This is an optimization exercise on Yosys and OpenROAD, whose aim is small area and a short achievable clock period, not a production implementation. The RTL was checked by simulation tests, not by an equivalence proof against the original design. Power is estimated from default activity; no workload was simulated.

**design/flow/constraint.sdc**
```tcl
create_clock -name core_clock -period 7.5 [get_ports {CLK}]
set_input_delay 1.5000 -clock core_clock [delete_from_list [all_inputs] [get_ports {CLK}]]
set_output_delay 1.5000 -clock core_clock [all_outputs]
set_load 0.01 [all_outputs]
```
**design/flow/design.v**
```verilog
module regbank_mp #(
    parameter int ADDR_WIDTH = 5,
    parameter int DATA_WIDTH = 32,
    parameter int DEPTH      = 16,
    parameter int NUM_RD     = 3,
    parameter int BYPASS     = 1,
    parameter int ZERO_REG   = 1
) (
    input  logic                             CLK,
    input  logic                             RST,
    input  logic [NUM_RD*ADDR_WIDTH-1:0]     RADDR,
    output logic [NUM_RD*DATA_WIDTH-1:0]     RDATA,
    output logic [NUM_RD-1:0]                RBUSY,
    input  logic                             WE_A,
    input  logic [ADDR_WIDTH-1:0]            WADDR_A,
    input  logic [DATA_WIDTH-1:0]            WDATA_A,
    input  logic                             WE_M,
    input  logic [ADDR_WIDTH-1:0]            WADDR_M,
    input  logic [DATA_WIDTH-1:0]            WDATA_M,
    input  logic                             LD_ISSUE,
    input  logic [ADDR_WIDTH-1:0]            LD_RD,
    output logic [ADDR_WIDTH:0]              BUSY_CNT
);
    localparam logic [ADDR_WIDTH:0] DEPTH_L = (ADDR_WIDTH+1)'(DEPTH);
    function automatic logic addr_ok(input logic [ADDR_WIDTH-1:0] a);
        addr_ok = ({1'b0, a} < DEPTH_L) && !((ZERO_REG != 0) && (a == '0));
    endfunction
    logic [DATA_WIDTH-1:0] regs_q [DEPTH];
    logic [DATA_WIDTH-1:0] regs_d [DEPTH];
    logic [DEPTH-1:0]      busy_q;
    logic [DEPTH-1:0]      busy_d;
    logic [ADDR_WIDTH:0]   busy_cnt_q;
    logic [ADDR_WIDTH:0]   busy_cnt_d;
    logic we_a_ok, we_m_ok, ld_ok;
    assign we_a_ok = WE_A && addr_ok(WADDR_A);
    assign we_m_ok = WE_M && addr_ok(WADDR_M);
    assign ld_ok   = LD_ISSUE && addr_ok(LD_RD);
    always_comb begin
        for (int j = 0; j < DEPTH; j++) regs_d[j] = regs_q[j];
        busy_d = busy_q;
        if (we_a_ok) regs_d[WADDR_A] = WDATA_A;
        if (we_m_ok) regs_d[WADDR_M] = WDATA_M;
        if (we_m_ok) busy_d[WADDR_M] = 1'b0;
        if (ld_ok)   busy_d[LD_RD]   = 1'b1;
        busy_cnt_d = '0;
        for (int j = 0; j < DEPTH; j++) begin
            busy_cnt_d = busy_cnt_d + {{ADDR_WIDTH{1'b0}}, busy_d[j]};
        end
    end
    always_ff @(posedge CLK or posedge RST) begin
        if (RST) begin
            for (int j = 0; j < DEPTH; j++) regs_q[j] <= '0;
            busy_q     <= '0;
            busy_cnt_q <= '0;
        end else begin
            for (int j = 0; j < DEPTH; j++) regs_q[j] <= regs_d[j];
            busy_q     <= busy_d;
            busy_cnt_q <= busy_cnt_d;
        end
    end
    assign BUSY_CNT = busy_cnt_q;
    for (genvar g = 0; g < NUM_RD; g++) begin : g_rd
        logic [ADDR_WIDTH-1:0] ra;
        logic                  ok, byp_en, hit_m, hit_a, hit_ld;
        logic [DATA_WIDTH-1:0] stored;
        assign ra     = RADDR[g*ADDR_WIDTH +: ADDR_WIDTH];
        assign ok     = addr_ok(ra);
        assign byp_en = (BYPASS != 0) && !RST && ok;
        assign hit_m  = byp_en && WE_M && (WADDR_M == ra);
        assign hit_a  = byp_en && WE_A && (WADDR_A == ra);
        assign hit_ld = LD_ISSUE && (LD_RD == ra);
        assign stored = ok ? regs_q[ra] : '0;
        assign RDATA[g*DATA_WIDTH +: DATA_WIDTH] = hit_m ? WDATA_M :
                                                   hit_a ? WDATA_A : stored;
        assign RBUSY[g] = ok && busy_q[ra] && !(hit_m && !hit_ld);
    end
endmodule
```
**design/flow/config.mk**
```make
export PLATFORM = sky130hd
export DESIGN_NAME = regbank_mp
export DESIGN_NICKNAME = regbank_mp
export VERILOG_FILES = /design/flow/design.v
export SDC_FILE = /design/flow/constraint.sdc
export NUM_CORES = 4
export LEC_CHECK = 0
export CAP_MARGIN = 20
export CORE_MARGIN = 2
export CORE_UTILIZATION = 30
export SETUP_SLACK_MARGIN = 0.3
export SLEW_MARGIN = 20
```
**design/flow/run.sh**
```bash
#!/bin/bash
# synth_recipe.tcl (not shown) runs the flow's synth.tcl, then flattens the netlist and writes it again
# the make line also repeats each setting of config.mk as NAME=value (left out here)
make -C /OpenROAD-flow-scripts/flow DESIGN_CONFIG=/design/flow/config.mk WORK_HOME=/design/flow/orfs CLKGATE_MAP_FILE= SYNTH_SCRIPT=/design/flow/synth_recipe.tcl finish
```
==> results.yml <==
clock_tree:
  cts_tree: "done"
  cts_root_buf: "clkbuf_16"
  clk_pin_slew_ns: 0.06
  cts_hold_buf: 0
  clock_latency_ns: 0.64
  cts.htree.levels: 3
  cts_buffers: 66
  cts_resized: 0
  cts_sinks: 501
  post_cts_buffers: 0
  clockBufferDepth: 3
timing:
  holdWs_ns: 0.618
  fin_crit_sh: 0.928
  finalSetupViolCount: 0
  finalHoldViolCount: 0
  tightest_slew_ns: 1.27
  rsz0062_at_grt: "false"
  max-slew-margin-rel: 0.153
  slew_viol_final: 0
  fmax_mhz: 144
  clock_skew_ns: 0.00229
  period_needed_ns: 6.96
  fin_ws_ns: 0.538
placement:
  post-dp-hpwl_um: 136000
  numPortBuffers: 202
  gp_congestion: 1.03
  dpl_worst_slack_ns: 0.543
worst_setup_path:
  critical_path.top_delay_family: "buffers and inverters"
  cp-endpoint: "RDATA[85]"
  arrival_ns: 5.46
  end_kind: "output port"
  r2r-start: "busy_q[0]"
  cp.buffers_inverters: 3
  startpoint: "RADDR[13]"
  critPathKind: "input pin to output port"
  crit_path_max_incr_delay_ns: 0.67
  path_depth: 8
  cp-start-kind: "input pin"
  crit_fanout: 41
  reg2reg_to: "busy_cnt_q[4]"
  worstPathCellList: "buf_4 > buf_4 > and3b_1 > a22o_1 > a22oi_1 > nand4_1 > a22o_1 > clkdlybuf4s50_1"
  cp.required_ns: 6.00
  cpMaxStageDelayCell: "buf_4"
  rrSetupSlack_ns: 3.57
  rr_worst_depth: 13
yosys:
  syn_nets: 4581
  synthAdderAreaFrac: 0.0102
  syn_area_um2: 39200
  synth-simple-area-share: 0.125
  synth_top_family_by_area: "compound AO/OA/AOI/OAI gates"
  synth_warnings: 3
  synth_compound_area_frac: 0.250
  synth_edf_count: 0
  ys_seq_area_frac: 0.320
  synth_xor_area_frac: 0.0117
  async_flop_share: 1.00
  yosysUniqueCellTypes: 96
  ys_ff_latch: 501
  synthMuxAreaShare: 0.214
  synth_cells: 4456
  ys.flop_type: "dfrtp_1"
  synth_area_per_cell_um2: 8.80
floorplan:
  die-area_um2: 134000
  row_count: 132
  die_w_um: 366
  start_util: 0.303
  die_y_um: 366
  ios: 204
  core_um2: 130000
global_routing:
  antenna_found_initial: 13
  grt_pass1_wl_um: 297000
  grt.total_usage: 0.310
  grt_max_degree: 175
  first_global_vias: 38306
  grt_overflow: 0
detailed_routing:
  first_iter_violations: 7739
  drc: 0
  avgRoutedWirePerCell_um: 34.4
  drtPass1Iterations: 8
  dr_total_vias: 40706
  routed_wl_um: 213000
  ant_nets: 0
  vias_per_cell: 6.57
finish:
  final-seq-area_um2: 12500
  fin_util: 0.347
  multiInputGateArea_um2: 24200
  fin_nets: 4516
  nFillCells: 13165
  area_delta_synth_final_pct: 14.7
  layout-drive-gt1-share: 0.110
run_status:
  status: "finished clean"
pwr:
  vdd_drop_max_uv: 155
  p_leak_uw: 0.0185
  power_uw: 11200
  cellPowerDensity_nw_per_um2: 248
run:
  drv_cap: 0
worst_hold_path:
  hold_class: "flip-flop to flip-flop"
## cells in the mapped netlist, drive strengths merged, types with 32 or more instances
cell type | instances | area (um2)
mux2i | 758 | 7590
o21ai | 608 | 3040
nand2 | 591 | 2220
dfrtp | 501 | 12500
buf | 325 | 1810
clkbuf | 213 | 810
a22oi | 199 | 1490
a22o | 124 | 1090
nor2 | 118 | 448
o22ai | 114 | 713
a21oi | 90 | 608
a32oi | 54 | 473
nand3 | 47 | 245
nor2b | 39 | 244
nor3 | 35 | 175
mux2 | 34 | 383
xnor2 | 34 | 332
a221o | 32 | 320
inv | 32 | 120
o221ai | 32 | 280
## layout by cell type (no fill, tap or decap), types with 45 or more instances in the layout
| master | n |
|---|---|
| o22ai_1 | 114 |
| dfrtp_1 | 501 |
| a32oi_1 | 54 |
| nand2_1 | 582 |
| clkdlybuf4s50_1 | 190 |
| a22o_1 | 124 |
| a22oi_1 | 199 |
| a21oi_1 | 76 |
| o21ai_0 | 451 |
| mux2i_1 | 758 |
| o21ai_1 | 155 |
| buf_4 | 202 |
| nor2_1 | 111 |
| nand3_1 | 45 |
| clkbuf_16 | 69 |
## worst min-delay path, delay by kind of cell, from the launching register on
family          cells  cell delay, ns
flops               1            0.38
compound gates      1            0.11
mux                 1            0.09
## flip-flops by register name (all words and copies together), names as in the netlist
signal,count
regs_q,480
busy_q,16
busy_cnt_q,5
## metrics by stage
| stage | cell area, um2 | std cells | TNS, ns |
|---|---|---|---|
| 2_1_floorplan | 39300 | 4456 | -526.82 |
| 3_3_place_gp | 42600 | 6062 | 0 |
| 3_5_place_dp | 42600 | 6062 | 0 |
| 4_1_cts | 44900 | 6179 | 0 |
| 5_1_grt | 45000 | 6185 | 0 |
| 6_report | 45000 | 6192 | 0 |
## power by group
group / total [uW] / switching, uW / internal [uW]
sequential: 4290 / 892 / 3390
clock: 3470 / 1420 / 2050
combinational: 3410 / 1940 / 1470
total: 11200 / 4260 / 6910
## cells by family (layout without fill, tap and decap cells)
group,after synthesis,after routing
AOI/OAI and AO/OA,1461,1461
and+or+nand+nor,1037,1037
muxes,810,810
buffers and inverters,573,557
DFF,501,501
xor gates and xnor gates,47,47
adders and majority gates,26,26
other,1,11
## worst min-delay path by stage
stage                     slack [ns]             end            from  depth (start not counted)
after floorplan                 0.50       busy_q[6]       busy_q[6]                          2
after global placement          0.58   regs_q[7][28]   regs_q[7][28]                          2
after detailed placement        0.59  regs_q[14][28]  regs_q[14][28]                          2
after CTS                       0.61  regs_q[13][28]  regs_q[13][28]                          2
after global routing            0.63  regs_q[14][24]  regs_q[14][24]                          2
final                           0.62  regs_q[14][24]  regs_q[14][24]                          2
## final cells by class
cell class | count | area share
Antenna cell | 10 | 0.000556
Clock buffer | 90 | 0.0428
Clock inverter | 27 | 0.00815
Inverter | 35 | 0.00300
Multi-Input combinational cell | 3382 | 0.538
Sequential cell | 501 | 0.279
Tap cell | 1742 | 0.0484
Timing Repair Buffer | 405 | 0.0809
## layer usage
| layer | track usage | up-vias | routed length, um |
|---|---|---|---|
| met3 | 0.128 | 1055 | 31100 |
| met5 | 0 | - | 192 |
| met1 | 0.383 | 19591 | 78600 |
| met4 | 0.205 | 18 | 17100 |
| met2 | 0.437 | 3595 | 86200 |
| li1 | - | 16447 | - |

## afterwards: timing with drivers on the ports
The results above use ideal ports. As a check the final layout listed here was re-extracted and re-timed, cells and wires unchanged.
Step 1 assumes that a clkbuf_16 drives the clock port and a buf_2 every other input.
Step 2, shift: input delay + t, output delay - t, t = (earliest + latest rising clock arrival at the registers) / 2. This alone moves slack from input paths to output paths.
Three values: ideal ports, drivers, drivers and shift; two values: the first two.
shift t [ns]: 0.726
slack for setup (ns): 0.538 / 0.505 / 0.505
latest minus earliest clock arrival (ns): 0.040 / 0.040
After both steps setup and hold are still met in this run. For this run, drivers alone change the setup slack by -0.033 ns; drivers and shift together by -0.033 ns.
